This design comes from an exercise in tuning for small area, a short achievable clock period and few clock cycles per item on the open sky130 flow, not from production work.
At most, simulation tests tie the RTL to the original design; equivalence was not proved.
For runs 2 to 4, only the layout was checked, not whether the RTL still works.

==> design.v <==
`default_nettype none
package sha1_pkg;
	localparam int word_bits    = 32;
	localparam int block_words  = 16;
	localparam int digest_words = 5;
	typedef logic [word_bits-1:0]              word_t;
	typedef logic [block_words*word_bits-1:0]  block_t;
	typedef logic [digest_words*word_bits-1:0] digest_t;
	typedef logic [1:0] group_t;
	localparam digest_t init_hash = {
		32'h67452301,
		32'hEFCDAB89,
		32'h98BADCFE,
		32'h10325476,
		32'hC3D2E1F0
	};
	localparam logic [4*word_bits-1:0] k_const = {
		32'hCA62C1D6,
		32'h8F1BBCDC,
		32'h6ED9EBA1,
		32'h5A827999
	};
	localparam int round_count = 80;
	localparam int group_len   = 20;
endpackage
`default_nettype wire
`default_nettype none
package sha1_ctrl_pkg;
	typedef logic [6:0] round_t;
	typedef enum logic [1:0]
	{
		st_idle,
		st_load,
		st_run
	} sched_state_t;
endpackage
`default_nettype wire
`default_nettype none
`timescale 1ns/10ps
module sha1_schedule (
	input  logic                  clk,
	input  logic                  reset,
	input  logic                  start,
	input  sha1_pkg::block_t      block,
	output logic                  busy,
	output logic                  load,
	output logic                  round_en,
	output sha1_ctrl_pkg::round_t round,
	output sha1_pkg::word_t       w,
	output logic                  finish
);
	sha1_ctrl_pkg::sched_state_t state;
	sha1_ctrl_pkg::sched_state_t state_next;
	logic         accept;
	logic         last_round;
	logic         expand;
	sha1_pkg::word_t        sched_q [sha1_pkg::block_words];
	sha1_pkg::word_t        mix;
	sha1_pkg::word_t        w_exp;
	assign accept     = start && !busy;
	assign last_round = (round == sha1_ctrl_pkg::round_t'(sha1_pkg::round_count - 1));
	always_comb
	begin
		state_next = state;
		case (state)
			sha1_ctrl_pkg::st_idle:
				if (accept)
					state_next = sha1_ctrl_pkg::st_load;
			sha1_ctrl_pkg::st_load:
				state_next = sha1_ctrl_pkg::st_run;
			sha1_ctrl_pkg::st_run:
				if (last_round)
					state_next = sha1_ctrl_pkg::st_idle;
			default:
				state_next = sha1_ctrl_pkg::st_idle;
		endcase
	end
	always_ff @(posedge clk)
	begin
		if (reset)
			state <= sha1_ctrl_pkg::st_idle;
		else
			state <= state_next;
	end
	assign load     = (state == sha1_ctrl_pkg::st_load);
	assign round_en = (state == sha1_ctrl_pkg::st_run);
	always_ff @(posedge clk)
	begin
		if (reset)
			round <= '0;
		else if (load)
			round <= '0;
		else if (round_en && !last_round)
			round <= round + sha1_ctrl_pkg::round_t'(1);
	end
	always_ff @(posedge clk)
	begin
		if (reset)
		begin
			finish <= 1'b0;
			busy   <= 1'b0;
		end
		else
		begin
			finish <= round_en && last_round;
			if (accept)
				busy <= 1'b1;
			else if (finish)
				busy <= 1'b0;
		end
	end
	assign expand = (round >= sha1_ctrl_pkg::round_t'(sha1_pkg::block_words));
	assign mix    = sched_q[sha1_pkg::block_words - 3] ^ sched_q[sha1_pkg::block_words - 8]
		^ sched_q[sha1_pkg::block_words - 14] ^ sched_q[0];
	assign w_exp  = {mix[sha1_pkg::word_bits-2:0], mix[sha1_pkg::word_bits-1]};
	assign w      = expand ? w_exp : sched_q[0];
	always_ff @(posedge clk)
	begin
		if (accept)
		begin
			for (int i = 0; i < sha1_pkg::block_words; i++)
				sched_q[i] <= block[(sha1_pkg::block_words - 1 - i) * sha1_pkg::word_bits +: sha1_pkg::word_bits];
		end
		else if (round_en)
		begin
			for (int i = 0; i < sha1_pkg::block_words - 1; i++)
				sched_q[i] <= sched_q[i + 1];
			sched_q[sha1_pkg::block_words - 1] <= w;
		end
	end
endmodule
`default_nettype wire
`default_nettype none
`timescale 1ns/10ps
module sha1_round (
	input  logic                  clk,
	input  logic                  reset,
	input  logic                  load,
	input  logic                  round_en,
	input  sha1_ctrl_pkg::round_t round,
	input  sha1_pkg::word_t       w,
	output sha1_pkg::digest_t     work
);
	sha1_pkg::group_t rnd_group;
	sha1_pkg::word_t  a;
	sha1_pkg::word_t  b;
	sha1_pkg::word_t  c;
	sha1_pkg::word_t  d;
	sha1_pkg::word_t  e;
	sha1_pkg::word_t  f;
	sha1_pkg::word_t  k;
	sha1_pkg::word_t  a_rot5;
	sha1_pkg::word_t  b_rot30;
	sha1_pkg::word_t  a_next;
	assign {a, b, c, d, e} = work;
	assign rnd_group = sha1_pkg::group_t'(round / sha1_pkg::group_len);
	assign k         = sha1_pkg::k_const[rnd_group*sha1_pkg::word_bits +: sha1_pkg::word_bits];
	always_comb
	begin
		case (rnd_group)
			2'd0:
				f = (b & c) | (~b & d);
			2'd2:
				f = (b & c) | (b & d) | (c & d);
			default:
				f = b ^ c ^ d;
		endcase
	end
	assign a_rot5  = {a[sha1_pkg::word_bits-6:0], a[sha1_pkg::word_bits-1:sha1_pkg::word_bits-5]};
	assign b_rot30 = {b[1:0], b[sha1_pkg::word_bits-1:2]};
	assign a_next  = a_rot5 + f + e + k + w;
	always_ff @(posedge clk)
	begin
		if (reset)
			work <= '0;
		else if (load)
			work <= sha1_pkg::init_hash;
		else if (round_en)
			work <= {a_next, a, b_rot30, c, d};
	end
endmodule
`default_nettype wire
`default_nettype none
`timescale 1ns/10ps
module sha1_digest (
	input  logic              clk,
	input  logic              reset,
	input  logic              finish,
	input  sha1_pkg::digest_t work,
	output sha1_pkg::digest_t hash,
	output logic              done
);
	sha1_pkg::digest_t sum;
	always_comb
	begin
		for (int i = 0; i < sha1_pkg::digest_words; i++)
			sum[i*sha1_pkg::word_bits +: sha1_pkg::word_bits] = sha1_pkg::init_hash[i*sha1_pkg::word_bits +: sha1_pkg::word_bits]
				+ work[i*sha1_pkg::word_bits +: sha1_pkg::word_bits];
	end
	always_ff @(posedge clk)
	begin
		if (reset)
		begin
			hash <= '0;
			done <= 1'b0;
		end
		else
		begin
			done <= finish;
			if (finish)
				hash <= sum;
		end
	end
endmodule
`default_nettype wire
`default_nettype none
`timescale 1ns/10ps
module sha1_core (
	input  logic              clk,
	input  logic              reset,
	input  logic              start,
	input  sha1_pkg::block_t  block,
	output logic              busy,
	output logic              done,
	output sha1_pkg::digest_t hash
);
	logic    load;
	logic    round_en;
	logic    finish;
	sha1_ctrl_pkg::round_t  round;
	sha1_pkg::word_t   w;
	sha1_pkg::digest_t work;
	sha1_schedule schedule_i (
		.clk      (clk),
		.reset    (reset),
		.start    (start),
		.block    (block),
		.busy     (busy),
		.load     (load),
		.round_en (round_en),
		.round    (round),
		.w        (w),
		.finish   (finish)
	);
	sha1_round round_i (
		.clk      (clk),
		.reset    (reset),
		.load     (load),
		.round_en (round_en),
		.round    (round),
		.w        (w),
		.work     (work)
	);
	sha1_digest digest_i (
		.clk      (clk),
		.reset    (reset),
		.finish   (finish),
		.work     (work),
		.hash     (hash),
		.done     (done)
	);
endmodule
`default_nettype wire
==> run.sh <==
#!/bin/bash
# synth_recipe.tcl (not shown) runs the flow's synth.tcl, then flattens the netlist and writes it again
# the make line also repeats each setting of config.mk as NAME=value (left out here)
make -C /OpenROAD-flow-scripts/flow DESIGN_CONFIG=/design/flow/config.mk WORK_HOME=/design/flow/orfs CLKGATE_MAP_FILE= SYNTH_SCRIPT=/design/flow/synth_recipe.tcl finish
==> config.mk <==
export PLATFORM = sky130hd
export DESIGN_NAME = sha1_core
export DESIGN_NICKNAME = sha1_core
export VERILOG_FILES = /design/flow/design.v
export SDC_FILE = /design/flow/constraint.sdc
export NUM_CORES = 4
export LEC_CHECK = 0
export CAP_MARGIN = 20
export CORE_MARGIN = 2
export CORE_UTILIZATION = 40
export SLEW_MARGIN = 20
==> constraint.sdc <==
create_clock -name core_clock -period 8.5 [get_ports {clk}]
set_input_delay 1.7000 -clock core_clock [delete_from_list [all_inputs] [get_ports {clk}]]
set_output_delay 1.7000 -clock core_clock [all_outputs]
set_load 0.01 [all_outputs]
==> summary.txt, run 1 <==
Synth Register Bits - 844
Fillers - 10000
Slew headroom - 26.0%
Post-Synthesis Cells - 4637
Max clock buf depth - 3
Post-DP HPWL - 124000 µm
Largest net degree at the start of global routing - 205
Drt wl/cell - 24.4 µm
Most repeated library cell on the critical path - inv_1
Chip height - 332 µm
Hold path endpoint - digest_i.hash[43]
Most frequent cells after synthesis - 1561 x nand2_1, 512 x edfxtp_1, 417 x nor2_1, 332 x dfxtp_1, 241 x clkbuf_1
First-pass DRT Iterations - 5
Max FO, Critical Path - 33
Vias in the first global route - 33400
Post-route minimum period - 7.31 ns
Slowest CP cell - nor4_2
Initial Util - 40.2%
Worst-path clk slew - 0.06 ns
Die area - 110000 µm²
Worst hold margin - 0.470 ns
Setup TNS - 0 ns
Most used DFF post-synth - edfxtp_1
Drc violations - 0
Tot GR Track Use - 28.9%
Die Width - 332 µm
Io pins - 677
Delay-heaviest family, CP - adder cells
Post-route antenna net violation count - 0
Core Box Area - 107000 µm²
Gr ovfl total - 0
CTS tree - built
Reg2Reg Depth - 24
CTS H-tree depth - 3
Clock root buffer - clkbuf_16
Crit path cell chain - inv_1, ha_1, o21ai_0, o221ai_1, maj3_1, a21o_1, inv_1, ha_1, inv_1, o21ai_0, fa_1, inv_1, fa_1, fa_1, inv_1, ha_1, fa_1, a211oi_1, o21a_1, nor4_2, o211ai_1, a211oi_1, nor3_1, a311o_1
Final hold vios - 0
Placed cell area - 50900 µm²
Post-synth net total - 5329
Setup CP Type - register to register
Final setup vio count - 0
First-pass GRT wire length - 232000 µm
Type of origin of the critical path - register
Top-area cell type share of the netlist area - 35.8%
Max cap viols - 0
Hold buffers post-CTS - 0
Initial antenna violation count - 56
Worst slack, placed - 1.24 ns
Area leader, netlist - edfxtp_1
# port buffers - 676
Synth Warn # - 4
Cell row count - 120
Post-CTS Resized - 0
Via count - 34800
Seq/Total Area, Yosys - 51.3%
CTS Sinks - 844
Clock skew - 0.0346 ns
Ys async rst share - 0%
RR Endpoint - round_i.work[155]
Unrepaired setup endpoints after global routing - false
Most numerous cell in the Yosys netlist - nand2_1
Top cells by area, synth - edfxtp_1 36%, dfxtp_1 15%, nand2_1 14%
Reg2reg start - schedule_i.round[4]
Syn avg cell area - 9.25 µm²
Worst hold start - digest_i.hash[43]
Worst Path Arrival - 7.89 ns
Worst min-delay path category - register to register
Area growth, synth to finish - 25.9%
Register-to-register setup slack - 1.19 ns
Cell area after layout - 54000 µm²
Vias per std cell - 5.21
Worst Path Buf+Inv - 5
Count of cell types in the netlist - 82
Inserted Clock Buffers - 97
Final worst slack - 1.19 ns
Hold path cells - 2
Post-Syn Area - 42900 µm²
Worst EP required - 9.08 ns
Kind of end point of the critical path - register
Number of synthesized flops with an enable pin - 512
NumNets Final - 5870
Crit-path max cell delay - 0.53 ns
Final Max Slew Viols - 0
Max Freq - 137 MHz
Layout cells sized above 1 - 4.32%
Fin crit share - 86.0%
Drt initial violations - 3168
Final wirelength - 163000 µm
Outcome - complete, no violations
Later-pin clock latency in the skew report - 0.71 ns
# Post-CTS Setup Buffers - 0
RePlAce Congestion - 0.932
Tightest Pin Transition - 1.11 ns
-- worst max path at each step --
stage / startpoint / endpoint / slack [ns] / cells past startpoint
after floorplan: schedule_i.round[4] / round_i.work[158] / 1.60 / 29
after global placement: schedule_i.round[4] / round_i.work[155] / 1.37 / 24
after detailed placement: schedule_i.round[4] / round_i.work[158] / 1.24 / 26
after CTS: schedule_i.round[4] / round_i.work[158] / 1.21 / 26
after global routing: schedule_i.round[4] / round_i.work[155] / 0.78 / 24
final: schedule_i.round[4] / round_i.work[155] / 1.19 / 24
-- logic make-up after synthesis --
kind of cell | after synthesis | share of synthesized area [%]
AO/OA/AOI/OAI | 514 | 7.93
XOR/XNOR | 236 | 4.82
adder cells (fa/ha/maj) | 178 | 7.28
buffers and inverters | 491 | 4.33
flip-flops | 844 | 51.3
multiplexers | 161 | 3.77
AND/OR/NAND/NOR | 2213 | 20.5
-- flip-flops by register name, summed over array words and instances, names as in the netlist --
signal / cells
round_i.work: 160
schedule_i.sched_q: 512
digest_i.hash: 160
digest_i.done: 1
schedule_i.state: 2
schedule_i.round: 7
schedule_i.finish: 1
schedule_i.busy: 1
-- layout by cell type, fill, tap and decap left out, types with 8 or more instances in the layout --
cell type / instances
nand2_1: 1558
clkdlybuf4s50_1: 675
edfxtp_1: 512
nor2_1: 416
dfxtp_1: 331
inv_1: 212
xnor2_1: 184
a21oi_1: 166
mux2i_1: 157
fa_1: 120
clkbuf_16: 98
nor3_1: 97
o21ai_0: 94
a211oi_1: 70
ha_1: 55
xor2_1: 52
buf_4: 38
nand3_1: 31
a221oi_1: 26
diode_2: 22
clkbuf_1: 20
or3_1: 19
clkinv_1: 19
a21o_1: 18
a311oi_1: 17
o21a_1: 16
and3_1: 15
nand2b_1: 13
o21ai_1: 10
o22ai_1: 10
clkinv_2: 10
a31oi_1: 9
a22oi_1: 8
nor2b_1: 8
-- layer usage --
metal  wire [µm]  track usage (%)
met4        6620             12.1
met3       12300             7.33
met5         405                0
met2       79000             48.8
met1       64400             35.0
-- metrics by stage --
stage | utilization (%) | instances
global route | 50.6 | 6669
floorplan | - | 4637
global placement | 47.6 | 6481
CTS | 50.5 | 6653
finish | 50.6 | 6675
detailed placement | 47.6 | 6482
-- cell type report --
class                      instances  area, µm²  share of cell area (%)
multi-input combinational       3302      19100                    35.4
tap                             1403       1760                    3.25
antenna                           22       55.1                   0.102
clock buffer                     125       2620                    4.86
sequential                       844      22000                    40.8
clock inverter                    46        475                   0.880
timing repair buffer             720       7170                    13.3
inverter                         213        800                    1.48
-- worst register-to-register path, delay by kind of cell (launching register included) --
kind | cells | cell delay, ns
buffers and inverters | 5 | 0.98
flip-flops | 1 | 0.49
AO/OA/AOI/OAI | 9 | 2.25
AND/OR/NAND/NOR | 2 | 0.62
adder cells (fa/ha/maj) | 8 | 2.84
Testbench counts, summed over its fixed seeds: cycles 10,624, items 128.
==> run 2: changes to the inputs <==
==> design.v (replaced) <==
`default_nettype none
package sha1_pkg;
	localparam int word_bits    = 32;
	localparam int block_words  = 16;
	localparam int digest_words = 5;
	typedef logic [word_bits-1:0]              word_t;
	typedef logic [block_words*word_bits-1:0]  block_t;
	typedef logic [digest_words*word_bits-1:0] digest_t;
	typedef logic [1:0] group_t;
	localparam digest_t init_hash = {
		32'h67452301,
		32'hEFCDAB89,
		32'h98BADCFE,
		32'h10325476,
		32'hC3D2E1F0
	};
	localparam logic [4*word_bits-1:0] k_const = {
		32'hCA62C1D6,
		32'h8F1BBCDC,
		32'h6ED9EBA1,
		32'h5A827999
	};
	localparam int round_count = 80;
	localparam int group_len   = 20;
endpackage
`default_nettype wire
`default_nettype none
`timescale 1ns/10ps
module sha1_core (
	input  logic              clk,
	input  logic              reset,
	input  logic              start,
	input  sha1_pkg::block_t  block,
	output logic              busy,
	output logic              done,
	output sha1_pkg::digest_t hash
);
	localparam int R  = 2;
	localparam int N  = sha1_pkg::round_count / R;
	localparam int CW = $clog2(N);
	localparam logic [31:0] iv_a = sha1_pkg::init_hash[159:128];
	localparam logic [31:0] iv_b = sha1_pkg::init_hash[127:96];
	localparam logic [31:0] iv_c = sha1_pkg::init_hash[95:64];
	localparam logic [31:0] iv_d = sha1_pkg::init_hash[63:32];
	localparam logic [31:0] iv_e = sha1_pkg::init_hash[31:0];
	localparam logic [31:0] k0   = sha1_pkg::k_const[31:0];
	function automatic logic [31:0] rotl(input logic [31:0] x, input int n);
		rotl = (x << n) | (x >> (32 - n));
	endfunction
	function automatic logic [31:0] kof(input logic [1:0] g);
		kof = sha1_pkg::k_const[g*32 +: 32];
	endfunction
	function automatic logic [63:0] csa(input logic [31:0] x, input logic [31:0] y, input logic [31:0] z);
		logic [31:0] s;
		logic [31:0] cy;
		s  = x ^ y ^ z;
		cy = (x & y) | (x & z) | (y & z);
		csa = {s, cy[30:0], 1'b0};
	endfunction
	logic           accept;
	logic           last;
	logic [CW-1:0]  cnt;
	logic [1:0]     grp;
	logic [1:0]     grp_next;
	logic           f_ch;
	logic           f_maj;
	logic [31:0]    a, b, c, d, e, p;
	logic [31:0]    win [16];
	logic [31:0]    x [16+R];
	logic [31:0]    ta, tb, tc, td, te;
	logic [31:0]    f, an, k;
	logic [63:0]    v;
	logic [31:0]    p_next;
	assign accept = start && !busy;
	assign last   = (cnt == CW'(N - 1));
	always_comb
	begin
		grp_next = grp;
		if (cnt == CW'(20 / R - 1) || cnt == CW'(40 / R - 1) || cnt == CW'(60 / R - 1))
			grp_next = grp + 2'd1;
	end
	assign k = kof(grp);
	always_comb
	begin
		for (int i = 0; i < 16; i++)
			x[i] = win[i];
		for (int j = 0; j < R; j++)
			x[16 + j] = rotl(x[13 + j] ^ x[8 + j] ^ x[2 + j] ^ x[j], 1);
	end
	always_comb
	begin
		ta = a;
		tb = b;
		tc = c;
		td = d;
		te = e;
		for (int j = 0; j < R; j++)
		begin
			if (f_ch)
				f = (tb & tc) | (~tb & td);
			else if (f_maj)
				f = (tb & tc) | (tb & td) | (tc & td);
			else
				f = tb ^ tc ^ td;
			if (j == 0)
				v = csa(rotl(ta, 5), f, p);
			else
			begin
				v = csa(te, k, x[j]);
				v = csa(v[63:32], v[31:0], f);
				v = csa(v[63:32], v[31:0], rotl(ta, 5));
			end
			an = v[63:32] + v[31:0];
			te = td;
			td = tc;
			tc = rotl(tb, 30);
			tb = ta;
			ta = an;
		end
	end
	assign p_next = te + kof(grp_next) + x[R];
	always_ff @(posedge clk)
	begin
		if (accept)
		begin
			for (int i = 0; i < 16; i++)
				win[i] <= block[(15 - i) * 32 +: 32];
			a     <= iv_a;
			b     <= iv_b;
			c     <= iv_c;
			d     <= iv_d;
			e     <= iv_e;
			p     <= block[511:480] + (iv_e + k0);
			cnt   <= '0;
			grp   <= 2'd0;
			f_ch  <= 1'b1;
			f_maj <= 1'b0;
		end
		else
		begin
			for (int i = 0; i < 16; i++)
				win[i] <= x[i + R];
			a     <= ta;
			b     <= tb;
			c     <= tc;
			d     <= td;
			e     <= te;
			p     <= p_next;
			cnt   <= cnt + CW'(1);
			grp   <= grp_next;
			f_ch  <= (grp_next == 2'd0);
			f_maj <= (grp_next == 2'd2);
		end
	end
	always_ff @(posedge clk)
	begin
		if (reset)
		begin
			busy <= 1'b0;
			done <= 1'b0;
		end
		else
		begin
			done <= busy && last;
			busy <= accept || (busy && !last);
		end
	end
	assign hash = {a + iv_a, b + iv_b, c + iv_c, d + iv_d, e + iv_e};
endmodule
`default_nettype wire
==> summary.txt, run 2 <==
Outcome - complete, no violations
Clock root buffer - clkbuf_16
Reg2reg start - c[1]
CP startpoint - c[1]
Post-DP HPWL - 118000 µm
Synth Register Bits - 716
RR Endpoint - a[31]
Max Freq - 133 MHz
Post-route antenna net violation count - 0
Post-route minimum period - 7.53 ns
Later-pin clock latency in the skew report - 0.68 ns
Most frequent cells in the layout - 1550 x nand2_1, 714 x dfxtp_1, 676 x clkdlybuf4s50_1
Reg2Reg Depth - 31
Inserted Clock Buffers - 82
# Post-CTS Setup Buffers - 0
Fin crit share - 88.6%
CTS tree - built
Final Max Slew Viols - 0
Finished Layout Cells - 6681
Worst hold start - win[5][10]
Most used DFF post-synth - dfxtp_1
Slew headroom - 16.7%
Post-synth net total - 5568
Layout cells sized above 1 - 4.04%
Max FFs per register - 512
Top-area cell type share of the netlist area - 37.1%
Max cap viols - 0
Met1 WL - 64000 µm
Via count - 33000
Die area - 99100 µm²
Max FO, Critical Path - 7
Post-Synthesis Cells - 4725
Vias in the first global route - 32300
CTS H-tree depth - 3
Initial Util - 40.5%
Tot GR Track Use - 29.0%
Initial antenna violation count - 46
Fillers - 9194
Worst Path Buf+Inv - 5
Met2 wire length - 68000 µm
Max clock buf depth - 3
CTS Sinks - 716
Vias per std cell - 4.93
Placed Cells - 6507
Number of synthesized flops with an enable pin - 0
First-pass DRT Iterations - 5
Most numerous cell in the Yosys netlist - nand2_1
Area leader, netlist - dfxtp_1
Synth Warn # - 3
Syn avg cell area - 8.18 µm²
Final hold vios - 0
Worst min-delay path category - register to register
Ys async rst share - 0%
Setup TNS - 0 ns
Most common cell after layout, fill and taps aside - nand2_1
Unrepaired setup endpoints after global routing - false
Crit path to - a[31]
Worst slack, placed - 1.06 ns
Slowest CP cell - dfxtp_1
Clock skew - 0.0413 ns
NumNets Final - 6169
First-pass GRT wire length - 211000 µm
Cell row count - 113
# port buffers - 676
Kind of end point of the critical path - register
Met3 wire length - 10600 µm
Final worst slack - 0.973 ns
Final wirelength - 146000 µm
Drc violations - 0
Drt initial violations - 2603
Type of origin of the critical path - register
RePlAce Congestion - 0.965
Post-CTS Resized - 0
Core Box Area - 95300 µm²
Worst EP required - 9.00 ns
Die Width - 315 µm
Io pins - 677
Worst Path Arrival - 8.03 ns
Post-Syn Area - 38600 µm²
WP depth - 31
Setup CP Type - register to register
Chip height - 315 µm
Count of cell types in the netlist - 79
Largest net degree at the start of global routing - 244
Reg area - 14300 µm²
Highest routed layer - met5
Crit-path max cell delay - 0.55 ns
Tightest Pin Transition - 1.25 ns
Final setup vio count - 0
Most frequent cells after synthesis - 1550 x nand2_1, 716 x dfxtp_1, 361 x xnor2_1, 343 x inv_1, 210 x fa_1
Area growth, synth to finish - 28.5%
Worst-path clk slew - 0.07 ns
Drt wl/cell - 21.9 µm
Seq/Total Area, Yosys - 37.1%
Area of the multi-input gates - 22300 µm²
Largest Register - win
Worst hold margin - 0.414 ns
Delay-heaviest family, CP - compound AO/OA/AOI/OAI gates
Register-to-register setup slack - 0.97 ns
Gr ovfl total - 0
Hold buffers post-CTS - 0
Top cells by area, synth - dfxtp_1 37%, nand2_1 15%, fa_1 11%
## run 2: cell types whose count changed in the layout (fill, tap and decap cells not counted), sizes merged, moves of 91 or more
cell,previous run,this run
dfxtp,332,716
edfxtp,512,0
inv,215,350
mux2i,157,66
nor2,417,205
o21ai,106,215
xnor2,184,361
## run 2: cell families (layout without fill, tap and decap cells)
logic type / after synthesis / after routing / synth area share, %
xor gates and xnor gates: 436 / 436 / 9.89
adders and majority gates: 328 / 328 / 14.7
AOI/OAI and AO/OA: 590 / 590 / 9.33
muxes: 84 / 84 / 2.23
and+or+nand+nor: 2038 / 2038 / 21.5
buffers and inverters: 533 / 1203 / 5.24
DFF: 716 / 716 / 37.1
other: 0 / 21 / 0
## run 2: layout make-up
type | count | area share [%]
repair buffers | 707 | 14.3
inverters | 343 | 2.59
clock inverters | 43 | 1.27
multi-input cells | 3476 | 44.9
diodes | 21 | 0.106
flip-flops and latches | 716 | 28.9
well taps | 1265 | 3.19
clock buffers | 110 | 4.75
## run 2: how the worst min path moves through the flow
stage / end / slack, ns / depth (start not counted)
detailed placement: win[2][10] / 0.40 / 2
global route: win[2][23] / 0.42 / 2
CTS: win[5][21] / 0.41 / 2
global placement: win[10][25] / 0.40 / 2
floorplan: win[10][0] / 0.40 / 2
finish: win[3][10] / 0.41 / 2
## run 2: per-layer routing
metal / GRT usage [%] / up-vias
met5: 0 / -
li1: - / 16100
met2: 47.2 / 1123
met4: 8.31 / 24
met1: 39.2 / 15500
met3: 5.56 / 194
## run 2: worst min-delay path: stages (launching register included)
cell,delay (ns)
dfxtp_1,0.31
nand2_1,0.04
nand2_1,0.05
## run 2: per-stage QoR
step	instance area (µm²)	util, %
floorplan	38600	-
global placement	46600	48.9
detailed placement	46600	48.9
CTS	49600	52.0
global route	49600	52.1
finish	49600	52.1
==> run 3: changes to the inputs <==
--- a/config.mk
+++ b/config.mk
@@ -8,4 +8,5 @@
 export CAP_MARGIN = 20
 export CORE_MARGIN = 2
 export CORE_UTILIZATION = 40
+export SETUP_SLACK_MARGIN = 2.5
 export SLEW_MARGIN = 20
==> summary.txt, run 3 <==
Outcome - complete, no violations
Post-route minimum period - 6.63 ns
Drt wl/cell - 22.3 µm
Worst hold margin - 0.414 ns
Top cells by area, synth - dfxtp_1 37%, nand2_1 15%, fa_1 11%
Worst-path clk slew - 0.06 ns
Post-Syn Area - 38600 µm²
Top-area cell type share of the netlist area - 37.1%
Via count - 33600
First-pass DRT Iterations - 5
Setup TNS - 0 ns
# port buffers - 676
Max FFs per register - 512
Final wirelength - 149000 µm
Setup CP Type - register to register
Ys async rst share - 0%
Worst Path Buf+Inv - 1
Clock root buffer - clkbuf_16
Die Width - 315 µm
Kind of end point of the critical path - register
Layout cells sized above 1 - 6.45%
Worst EP required - 9.01 ns
Tightest Pin Transition - 1.04 ns
Most common cell after layout, fill and taps aside - nand2_1
Clock skew - 0.0221 ns
Post-synth net total - 5568
Syn avg cell area - 8.18 µm²
Seq/Total Area, Yosys - 37.1%
CP startpoint - d[3]
Worst Path Arrival - 7.13 ns
Largest Register - win
Synth Register Bits - 716
Vias per std cell - 5.01
CTS H-tree depth - 3
Max cap viols - 0
Final hold vios - 0
Drt initial violations - 2863
Synth Warn # - 3
Largest net degree at the start of global routing - 216
Area of the multi-input gates - 22800 µm²
Delay-heaviest family, CP - compound AO/OA/AOI/OAI gates
Area leader, netlist - dfxtp_1
Final worst slack - 1.87 ns
Most used DFF post-synth - dfxtp_1
Core Box Area - 95300 µm²
Most frequent cells after synthesis - 1550 x nand2_1, 716 x dfxtp_1, 361 x xnor2_1, 343 x inv_1, 210 x fa_1
Final Max Slew Viols - 0
Vias in the first global route - 32600
Fillers - 9085
Placed Cells - 6498
Slowest CP cell - fa_1
Area growth, synth to finish - 30.3%
CTS tree - built
Worst hold start - win[4][0]
Post-route antenna net violation count - 0
Reg2reg start - d[3]
Later-pin clock latency in the skew report - 0.66 ns
Cell row count - 113
Crit-path max cell delay - 0.56 ns
Chip height - 315 µm
Die area - 99100 µm²
Inserted Clock Buffers - 83
Post-DP HPWL - 119000 µm
Most numerous cell in the Yosys netlist - nand2_1
Tot GR Track Use - 29.5%
Io pins - 677
Max clock buf depth - 3
Finished Layout Cells - 6710
First-pass GRT wire length - 214000 µm
Hold buffers post-CTS - 0
Fin crit share - 78.0%
Max FO, Critical Path - 7
Reg area - 14400 µm²
Final setup vio count - 0
Number of synthesized flops with an enable pin - 0
Gr ovfl total - 0
Type of origin of the critical path - register
Drc violations - 0
RePlAce Congestion - 0.953
Slew headroom - 30.4%
NumNets Final - 6202
Initial Util - 40.5%
Most frequent cells in the layout - 1549 x nand2_1, 679 x dfxtp_1, 676 x clkdlybuf4s50_1
Post-Synthesis Cells - 4725
Count of cell types in the netlist - 79
Worst slack, placed - 1.09 ns
Initial antenna violation count - 49
Max Freq - 151 MHz
Worst min-delay path category - register to register
Unrepaired setup endpoints after global routing - true
CTS Sinks - 716
[run 3: cell counts after synthesis]
No cell type changed its count.
[run 3: final timing paths]
check / cells after the start / slack, ns / endpoint
max: 26 / 1.87 / a[31]
min: 2 / 0.41 / win[2][0]
max reg2reg: 26 / 1.87 / a[31]
min reg2reg: 2 / 0.41 / win[2][0]
[run 3: final cells by class]
| cell class | instances | share of cell area (%) |
|---|---|---|
| inverter | 343 | 2.56 |
| tap | 1265 | 3.14 |
| sequential | 716 | 28.6 |
| clock buffer | 118 | 4.73 |
| multi-input combinational | 3476 | 45.3 |
| timing repair buffer | 739 | 14.7 |
| antenna | 22 | 0.109 |
| clock inverter | 31 | 0.786 |
[run 3: kinds of logic after synthesis]
| group | share of synthesized area, % |
|---|---|
| and+or+nand+nor | 21.5 |
| muxes | 2.23 |
| adders and majority gates | 14.7 |
| AOI/OAI and AO/OA | 9.33 |
| DFF | 37.1 |
| buffers and inverters | 5.24 |
| xor gates and xnor gates | 9.89 |
[run 3: metrics by stage]
stage | area, µm² | utilization (%)
after floorplan | 38800 | -
after global placement | 46600 | 48.9
after detailed placement | 46600 | 48.9
after CTS | 50000 | 52.5
after global routing | 50300 | 52.8
final | 50300 | 52.8
[run 3: per-layer routing]
metal / GRT usage, % / vias to the layer above / part of all wire (%)
li1: - / 16200 / -
met1: 39.3 / 15900 / 43
met2: 47.8 / 1208 / 46
met3: 5.91 / 233 / 7.5
met4: 9.99 / 40 / 2.9
met5: 0 / - / 0.17
[run 3: worst min-delay path: stages (launching register included)]
cell and delay, ns:
dfxtp_1 0.30, nand2_1 0.04, nand2_1 0.05
[run 3: what timing repair did]
item | CTS | global route
buffers inserted | 33 | 8
pin swaps | 46 | 28
resized for setup | 85 | 42
endpoints found under the setup margin | 65 | 46
cloned | 0 | 0
==> run 4: changes to the inputs <==
--- a/config.mk
+++ b/config.mk
@@ -5,6 +5,7 @@
 export SDC_FILE = /design/flow/constraint.sdc
 export NUM_CORES = 4
 export LEC_CHECK = 0
+export ABC_AREA = 1
 export CAP_MARGIN = 20
 export CORE_MARGIN = 2
 export CORE_UTILIZATION = 40
==> summary.txt, run 4 <==
Fin crit share - 69.9%
Die Width - 325 µm
Worst EP required - 8.96 ns
Drt wl/cell - 25.9 µm
Max Freq - 168 MHz
Post-synth net total - 6623
Tightest Pin Transition - 1.09 ns
Top-area cell type share of the netlist area - 34.7%
Worst slack, placed - 1.89 ns
Core Box Area - 102000 µm²
Worst Path Arrival - 6.41 ns
Max FO, Critical Path - 8
Via count - 41200
Die area - 106000 µm²
Seq/Total Area, Yosys - 34.7%
Inserted Clock Buffers - 83
Most used DFF post-synth - dfxtp_1
Placed Cells - 7675
Later-pin clock latency in the skew report - 0.68 ns
RePlAce Congestion - 1.09
CTS H-tree depth - 3
Final hold vios - 0
CTS tree - built
Top cells by area, synth - dfxtp_1 35%, nand2_1 19%, fa_1 10%
Finished Layout Cells - 7863
Ys async rst share - 0%
Layout cells sized above 1 - 6.45%
Vias in the first global route - 39600
Most numerous cell in the Yosys netlist - nand2_1
Count of cell types in the netlist - 53
Drc violations - 0
Most frequent cells in the layout - 2077 x nand2_1, 676 x clkdlybuf4s50_1, 650 x dfxtp_1
Vias per std cell - 5.24
RR Endpoint - p[12]
Hold buffers post-CTS - 0
Post-Syn Area - 41300 µm²
Clock skew - 0.0273 ns
Area growth, synth to finish - 28.4%
First-pass DRT Iterations - 6
Crit path to - p[12]
CP startpoint - grp[0]
Syn avg cell area - 7.15 µm²
Max FFs per register - 512
Reg2reg start - grp[0]
Outcome - complete, no violations
Most frequent cells after synthesis - 2085 x nand2_1, 716 x dfxtp_1, 605 x inv_1, 441 x nor2_1, 336 x o21ai_0
Io pins - 677
Reg2Reg Depth - 17
Final Max Slew Viols - 0
Crit path cell chain - inv_1, ha_1, o21ai_4, inv_1, ha_1, nor2_1, fa_1, inv_1, ha_1, a21oi_1, o21ai_1, a21oi_1, inv_1, nand2_1, nand2_1, o21ai_0, o21ai_0
First-pass GRT wire length - 285000 µm
Most common cell after layout, fill and taps aside - nand2_1
Drt initial violations - 4528
Slowest CP cell - dfxtp_1
Post-route minimum period - 5.94 ns
Fillers - 10300
Initial Util - 40.4%
Worst hold margin - 0.414 ns
Crit-path max cell delay - 0.69 ns
Largest net degree at the start of global routing - 203
Post-route antenna net violation count - 0
Synth Warn # - 3
Kind of end point of the critical path - register
Synth Register Bits - 716
Setup CP Type - register to register
Clock root buffer - clkbuf_16
Max clock buf depth - 3
Most repeated library cell on the critical path - inv_1
Number of synthesized flops with an enable pin - 0
NumNets Final - 7258
Chip height - 325 µm
Final wirelength - 204000 µm
Setup TNS - 0 ns
Post-Synthesis Cells - 5780
Tot GR Track Use - 37.5%
CTS Sinks - 716
Worst min-delay path category - register to register
Type of origin of the critical path - register
Register-to-register setup slack - 2.56 ns
Gr ovfl total - 0
Unrepaired setup endpoints after global routing - true
Post-DP HPWL - 167000 µm
Max cap viols - 0
Cell row count - 117
Worst-path clk slew - 0.06 ns
Final worst slack - 2.56 ns
Largest Register - win
Area leader, netlist - dfxtp_1
Slew headroom - 27.6%
# port buffers - 676
Final setup vio count - 0
Initial antenna violation count - 29
## run 4: cell types whose count changed in the layout (fill, tap and decap cells not counted), moves of 89 or more
cell / before / now
xor2_1: 74 / 163
nand3_1: 45 / 177
nor2_1: 201 / 433
a21oi_1: 158 / 275
inv_1: 341 / 598
o21ai_0: 187 / 305
xnor2_1: 356 / 158
nand2_1: 1549 / 2077
## run 4: logic make-up after synthesis
group                      count (synthesis)  synth area share, %
xor gates and xnor gates                 330                 7.00
DFF                                      716                 34.7
and+or+nand+nor                         2867                 27.7
AOI/OAI and AO/OA                        733                 9.42
buffers and inverters                    806                 7.45
adders and majority gates                328                 13.7
## run 4: repair_timing
item,CTS,global route
setup buffers,3,20
pin swaps,0,14
endpoints found under the setup margin,28,28
resized for setup,47,173
## run 4: worst min path at each step
stage,start,end,slack (ns),cells past startpoint
final,win[15][11],win[13][11],0.41,2
after global placement,win[6][26],win[4][26],0.41,2
after floorplan,win[12][0],win[10][0],0.40,2
after CTS,win[11][17],win[9][17],0.41,2
after global routing,win[6][29],win[4][29],0.43,2
after detailed placement,win[4][29],win[2][29],0.41,2
## run 4: worst max-delay path, delay by kind of cell (launching register included)
kind	cells	cell delay (ns)
AND/OR/NAND/NOR	3	0.56
buffers and inverters	4	0.68
flip-flops	1	0.69
AO/OA/AOI/OAI	6	2.08
adder cells (fa/ha/maj)	4	1.70
## run 4: metal layers
layer	vias to the layer above	global-route usage [%]	part of all wire, %
met3	452	7.45	8.7
li1	19300	-	-
met2	2034	59.8	45
met5	-	0	0.072
met1	19400	48.8	41
met4	22	17.4	5.5
## run 4: cell type report
cell class | count | area, µm² | share of cell area, %
multi-input combinational | 4258 | 24300 | 45.8
sequential | 716 | 14500 | 27.3
timing repair buffer | 729 | 7300 | 13.8
clock buffer | 127 | 2470 | 4.67
inverter | 627 | 2390 | 4.50
tap | 1368 | 1710 | 3.23
clock inverter | 21 | 355 | 0.670
antenna | 17 | 42.5 | 0.0802
## run 4: metrics by stage
| step | area, µm² | utilization (%) |
|---|---|---|
| floorplan | 41300 | - |
| global placement | 49400 | 48.3 |
| detailed placement | 49400 | 48.3 |
| CTS | 52400 | 51.3 |
| global route | 53000 | 51.9 |
| finish | 53000 | 51.9 |

afterwards: timing with drivers on the ports:
No port has a modelled driver above. Below, the same layouts with a new extraction and two added sets of constraints.
Step 1, drivers: a clkbuf_16 drives clk and a buf_2 each remaining input, both assumed.
Step 2 moves the port delays by t, midway between the first and last clock arrival at a register: inputs arrive t later, outputs are due t later. That takes back most of the time a late clock gives input paths.
Three values: ideal ports, drivers, drivers and shift; two values: the first two.
run | t (ns) | setup WS [ns] | worst register clock-pin slew, ns | worst data-port slew with drivers (ns) | cell pins on the clock port's net
run 1 | 0.750 | 1.192 / 1.192 / 1.192 | 0.07 / 0.07 | 0.20 | 1
run 2 | 0.727 | 0.973 / 0.973 / 0.973 | 0.07 / 0.07 | 0.18 | 1
run 3 | 0.724 | 1.872 / 1.872 / 1.872 | 0.06 / 0.06 | 0.18 | 1
run 4 | 0.745 | 2.555 / 2.555 / 2.555 | 0.07 / 0.07 | 0.16 | 1
After both steps every run listed still meets setup and hold.
